This is an optimization exercise on Yosys and OpenROAD, whose aim is small area and a short achievable clock period, not a production implementation.
Only simulation tests tie the RTL to the original design; equivalence was not proved.

Design dtsWorker, start of the top module:
module dtsWorker (
	input wire logic clk,
	input wire logic reset,
	input wire logic anotherOne,
	output logic [39:0] natRuler,
	output logic done
);
	localparam logic [31:0] SEED_NEXT = 32'h7bd03ff6;
	logic resetQ, newSet, clearBlock, keepBlock, accept, store, fits;
	logic [31:0] xs;
	logic [31:0] xsNext;
	logic [7:0] fold, foldQ;
	logic [4:0] res, resQ;  
	logic [19:1] nat, cum, store0, dists, markBit;
	always_comb begin
		xsNext = xs ^ (xs << 13);
		xsNext = xsNext ^ (xsNext >> 17);
		xsNext = xsNext ^ (xsNext << 5);
	end
	always_ff @(posedge clk) begin
		xs <= resetQ ? SEED_NEXT : xsNext;
		foldQ <= fold;
		resQ <= res;
	end
	markFold markFold_i (.x(xs), .y(fold));
	markTable markTable_i (.y(foldQ), .r(res));
	candidateEval candidateEval_i (
		.res(resQ), .nat(nat), .cum(cum), .dists(dists), .markBit(markBit), .fits(fits)
	);
	searchCtrl searchCtrl_i (
		.clk(clk), .reset(reset), .anotherOne(anotherOne), .fits(fits),
		.resetQ(resetQ), .newSet(newSet), .clearBlock(clearBlock), .keepBlock(keepBlock),
		.accept(accept), .store(store), .done(done)
	);
	dtsState dtsState_i (
		.clk(clk), .clearSet(newSet), .clearBlock(clearBlock), .accept(accept),
		.keepBlock(keepBlock), .store(store), .dists(dists), .markBit(markBit),
		.nat(nat), .cum(cum), .store0(store0)
	);
	assign natRuler = {nat, 1'b1, store0, 1'b1};
endmodule
For scale: about 1100 cells after synthesis.
export LEC_CHECK = 0
export ABC_AREA = 1
export CAP_MARGIN = 20
export CORE_MARGIN = 2
export CORE_UTILIZATION = 40
export PLACE_DENSITY = 0.6
export SLEW_MARGIN = 20
create_clock -name core_clock -period 24.0 [get_ports {clk}]
standard.sh (not shown) runs the stock make flow with config.mk's settings and CLKGATE_MAP_FILE= SYNTH_SCRIPT=/design/flow/synth_recipe.tcl, a recipe that flattens the netlist after the stock synthesis.
==> flow/flow/run.sh <==
#!/bin/bash
# The standard layout with two changes: the port buffers are buf_2
# instead of the flow's default pick (a slow delay buffer), and the clock
# tree uses clkbuf_8 in larger sink clusters without dummy loads. Every port
# still gets a buffer; the constraints and the clock period are the standard flow's.
set -euo pipefail
export BUFFER_PORTS_ARGS="-buffer_cell sky130_fd_sc_hd__buf_2"
export CTS_ARGS="-sink_clustering_enable -repair_clock_nets -sink_clustering_size 40 -sink_clustering_max_diameter 100 -buf_list sky130_fd_sc_hd__clkbuf_8 -dont_use_dummy_load"
bash standard.sh > standard_flow.log 2>&1
The first run passed the timing, DRC and antenna checks.
Edit:
==> flow/flow/run.sh (replaced) <==
#!/bin/bash
# The standard layout with three changes: the port buffers are buf_2
# instead of the flow's default pick (a slow delay buffer), the clock tree
# uses clkbuf_8 without dummy loads, and timing repair keeps a setup margin
# so that it also works on the few paths that set the achieved period.
# Every port still gets a buffer; the constraints and the clock period are
# the standard flow's.
set -euo pipefail
export BUFFER_PORTS_ARGS="-buffer_cell sky130_fd_sc_hd__buf_2"
export CTS_ARGS="-sink_clustering_enable -repair_clock_nets -sink_clustering_size 40 -sink_clustering_max_diameter 100 -buf_list sky130_fd_sc_hd__clkbuf_8 -root_buf sky130_fd_sc_hd__clkbuf_16 -dont_use_dummy_load"
export SETUP_SLACK_MARGIN=18.15
bash standard.sh > standard_flow.log 2>&1
Effect: Clock-buffer cell count is unchanged. Worst setup slack gains 230 ps. Global-route usage hardly moves. Worst hold slack is about the same. Final area stays flat. Critical path depth stays the same. Via count hardly moves. Fmax grows by 4.0%. Wire length barely changes.
Edit:
--- a/flow/flow/run.sh
+++ b/flow/flow/run.sh
@@ -10 +10 @@
-export CTS_ARGS="-sink_clustering_enable -repair_clock_nets -sink_clustering_size 40 -sink_clustering_max_diameter 100 -buf_list sky130_fd_sc_hd__clkbuf_8 -root_buf sky130_fd_sc_hd__clkbuf_16 -dont_use_dummy_load"
+export CTS_ARGS="-sink_clustering_enable -repair_clock_nets -sink_clustering_size 40 -sink_clustering_max_diameter 100 -buf_list sky130_fd_sc_hd__clkbuf_8 -dont_use_dummy_load"
Settings changed: CORE_UTILIZATION 40 to 65, PLACE_DENSITY 0.6 to 0.75.
=> The new run finished clean; sequential share of layout area rises by 0.64 points; register-to-register slack degrades by 50 ps; wire length falls by a few percent; worst setup slack improves by 13 ps.


dtsWorker again, from the RTL that the note above started with.
// dtsWorker
module dtsWorker (
	input wire logic clk,
	input wire logic reset,
	input wire logic anotherOne,
	output logic [39:0] natRuler,
	output logic done
);
	localparam logic [31:0] SEED_NEXT = 32'h7bd03ff6;
	logic resetQ, newSet, clearBlock, keepBlock, accept, store, fits;
	logic [31:0] xs;
	logic [31:0] xsNext;
	logic [7:0] fold, foldQ;
	logic [4:0] res, resQ;  
	logic [19:1] nat, cum, store0, dists, markBit;
	always_comb begin
		xsNext = xs ^ (xs << 13);
		xsNext = xsNext ^ (xsNext >> 17);
		xsNext = xsNext ^ (xsNext << 5);
	end
	always_ff @(posedge clk) begin
		xs <= resetQ ? SEED_NEXT : xsNext;
		foldQ <= fold;
		resQ <= res;
	end
	markFold markFold_i (.x(xs), .y(fold));
	markTable markTable_i (.y(foldQ), .r(res));
	candidateEval candidateEval_i (
		.res(resQ), .nat(nat), .cum(cum), .dists(dists), .markBit(markBit), .fits(fits)
	);
	searchCtrl searchCtrl_i (
		.clk(clk), .reset(reset), .anotherOne(anotherOne), .fits(fits),
		.resetQ(resetQ), .newSet(newSet), .clearBlock(clearBlock), .keepBlock(keepBlock),
		.accept(accept), .store(store), .done(done)
	);
	dtsState dtsState_i (
		.clk(clk), .clearSet(newSet), .clearBlock(clearBlock), .accept(accept),
		.keepBlock(keepBlock), .store(store), .dists(dists), .markBit(markBit),
		.nat(nat), .cum(cum), .store0(store0)
	);
	assign natRuler = {nat, 1'b1, store0, 1'b1};
endmodule
clock: 24.0 ns
lec_check: 0
cap_margin: 20
core_margin: 2
core_utilization: 40
place_density: 0.6
slew_margin: 20
==> flow/flow/run.sh <==
#!/bin/bash
# The standard layout with two changes: the port buffers are buf_2
# instead of the flow's default pick (a slow delay buffer), and the clock
# tree uses clkbuf_8 in larger sink clusters without dummy loads. Every port
# still gets a buffer; the constraints and the clock period are the standard flow's.
set -euo pipefail
export BUFFER_PORTS_ARGS="-buffer_cell sky130_fd_sc_hd__buf_2"
export CTS_ARGS="-sink_clustering_enable -repair_clock_nets -sink_clustering_size 40 -sink_clustering_max_diameter 100 -buf_list sky130_fd_sc_hd__clkbuf_8 -dont_use_dummy_load"
export SETUP_SLACK_MARGIN=18.4
bash standard.sh > standard_flow.log 2>&1
The starting point finished clean.
Rerun with:
==> flow/flow/run.sh (replaced) <==
#!/bin/bash
# The standard layout with three changes: the port buffers are buf_2
# instead of the flow's default pick (a slow delay buffer), the clock tree
# uses clkbuf_8 without dummy loads, and timing repair keeps a setup margin
# so that it also works on the few paths that set the achieved period.
# Every port still gets a buffer; the constraints and the clock period are
# the standard flow's.
set -euo pipefail
export BUFFER_PORTS_ARGS="-buffer_cell sky130_fd_sc_hd__buf_2"
export CTS_ARGS="-sink_clustering_enable -repair_clock_nets -sink_clustering_size 40 -sink_clustering_max_diameter 100 -buf_list sky130_fd_sc_hd__clkbuf_8 -dont_use_dummy_load"
export SETUP_SLACK_MARGIN=18.15
bash standard.sh > standard_flow.log 2>&1
--- a/flow/config.mk
+++ b/flow/config.mk
@@ -6,4 +6,5 @@
 export NUM_CORES = 4
 export LEC_CHECK = 0
+export ABC_AREA = 1
 export CAP_MARGIN = 20
 export CORE_MARGIN = 2
Effect: Hold slack gets worse by 0.034 ns. Critical path depth is unchanged. Final cell count is higher by 12%. Routed wire length is lower by 7.7%. Utilization is lower by 1.7 points. Synthesized area is lower by 4.3%. Clock skew is lower by 0.017 ns.
Rerun with:
==> flow/flow/run.sh (replaced) <==
#!/bin/bash
# The standard layout with two changes: the port buffers are buf_2
# instead of the flow's default pick (a slow delay buffer), and the clock
# tree uses clkbuf_8 in larger sink clusters without dummy loads. Every port
# still gets a buffer; the constraints and the clock period are the standard flow's.
set -euo pipefail
export BUFFER_PORTS_ARGS="-buffer_cell sky130_fd_sc_hd__buf_2"
export CTS_ARGS="-sink_clustering_enable -repair_clock_nets -sink_clustering_size 40 -sink_clustering_max_diameter 100 -buf_list sky130_fd_sc_hd__clkbuf_8 -dont_use_dummy_load"
bash standard.sh > standard_flow.log 2>&1
--- a/flow/config.mk
+++ b/flow/config.mk
@@ -6,5 +6,4 @@
 export NUM_CORES = 4
 export LEC_CHECK = 0
-export ABC_AREA = 1
 export CAP_MARGIN = 20
 export CORE_MARGIN = 2
Result: Die area climbs by 4.4%; routed wire length went up by 5.8%; setup slack gets worse by 0.22 ns.
Rerun with:
--- a/flow/flow/run.sh
+++ b/flow/flow/run.sh
@@ -6,4 +6,4 @@
 set -euo pipefail
 export BUFFER_PORTS_ARGS="-buffer_cell sky130_fd_sc_hd__buf_2"
-export CTS_ARGS="-sink_clustering_enable -repair_clock_nets -sink_clustering_size 40 -sink_clustering_max_diameter 100 -buf_list sky130_fd_sc_hd__clkbuf_8 -dont_use_dummy_load"
+export CTS_ARGS="-sink_clustering_enable -repair_clock_nets -sink_clustering_size 40 -sink_clustering_max_diameter 150 -sink_clustering_levels 1 -buf_list sky130_fd_sc_hd__clkbuf_8 -dont_use_dummy_load"
 bash standard.sh > standard_flow.log 2>&1
--- a/flow/config.mk
+++ b/flow/config.mk
@@ -6,4 +6,5 @@
 export NUM_CORES = 4
 export LEC_CHECK = 0
+export ABC_AREA = 1
 export CAP_MARGIN = 20
 export CORE_MARGIN = 2
Clock skew decreases by 0.016 ns.
Sequential cell count stays the same.
Setup slack degrades by 0.024 ns.
Final area decreases by 4.5%.
Area after synthesis decreases by 4.3%.
Rerun with:
--- a/flow/flow/run.sh
+++ b/flow/flow/run.sh
@@ -6,4 +6,4 @@
 set -euo pipefail
 export BUFFER_PORTS_ARGS="-buffer_cell sky130_fd_sc_hd__buf_2"
-export CTS_ARGS="-sink_clustering_enable -repair_clock_nets -sink_clustering_size 40 -sink_clustering_max_diameter 150 -sink_clustering_levels 1 -buf_list sky130_fd_sc_hd__clkbuf_8 -dont_use_dummy_load"
+export CTS_ARGS="-sink_clustering_enable -repair_clock_nets -sink_clustering_size 40 -sink_clustering_max_diameter 100 -buf_list sky130_fd_sc_hd__clkbuf_4 -root_buf sky130_fd_sc_hd__clkbuf_8 -dont_use_dummy_load"
 bash standard.sh > standard_flow.log 2>&1
After rerunning: Synthesized area does not change; cell area falls by 1.1%.

## afterwards: timing with drivers on the ports
Ports are ideal in the flow. The routed layouts listed here were re-timed in OpenROAD.
Step 1 sets driving cells, clkbuf_16 on the clock port and buf_2 on the other inputs (assumed; they add their load-dependent delay and slew).
Step 2 also shifts input and output timing later by t, the mid clock arrival at the registers, as if the neighbouring blocks saw the same clock.
a / b / c = no drivers / after step 1 / after step 2; a / b = the first two.
| run | shift t [ns] | setup slack, ns | hold WS [ns] | cell pins on the clock port's net |
|---|---|---|---|---|
| the first run of note 1 | 0.486 | 17.961 / 17.919 / 18.405 | 0.428 / 0.428 / 0.428 | 1 |
| the second run of note 1 | 0.410 | 18.194 / 18.152 / 18.562 | 0.428 / 0.428 / 0.428 | 1 |
| the third run of note 1 | 0.471 | 18.207 / 18.170 / 18.586 | 0.428 / 0.428 / 0.428 | 1 |
| the first run of note 2 | 0.480 | 18.208 / 18.169 / 18.207 | 0.463 / 0.463 / 0.463 | 1 |
| the second run of note 2 | 0.484 | 18.205 / 18.163 / 18.612 | 0.428 / 0.428 / 0.428 | 1 |
| the third run of note 2 | 0.482 | 17.986 / 17.947 / 18.237 | 0.463 / 0.463 / 0.463 | 1 |
| the fourth run of note 2 | 0.486 | 17.961 / 17.919 / 18.405 | 0.428 / 0.428 / 0.428 | 1 |
| the fifth run of note 2 | 0.463 | 17.972 / 17.931 / 18.393 | 0.435 / 0.435 / 0.435 | 1 |
After both steps setup and hold are still met in every run listed. The setup slack of the first run of note 2, which loses most, moves by -0.039 ns with the drivers and by -0.001 ns with both steps.
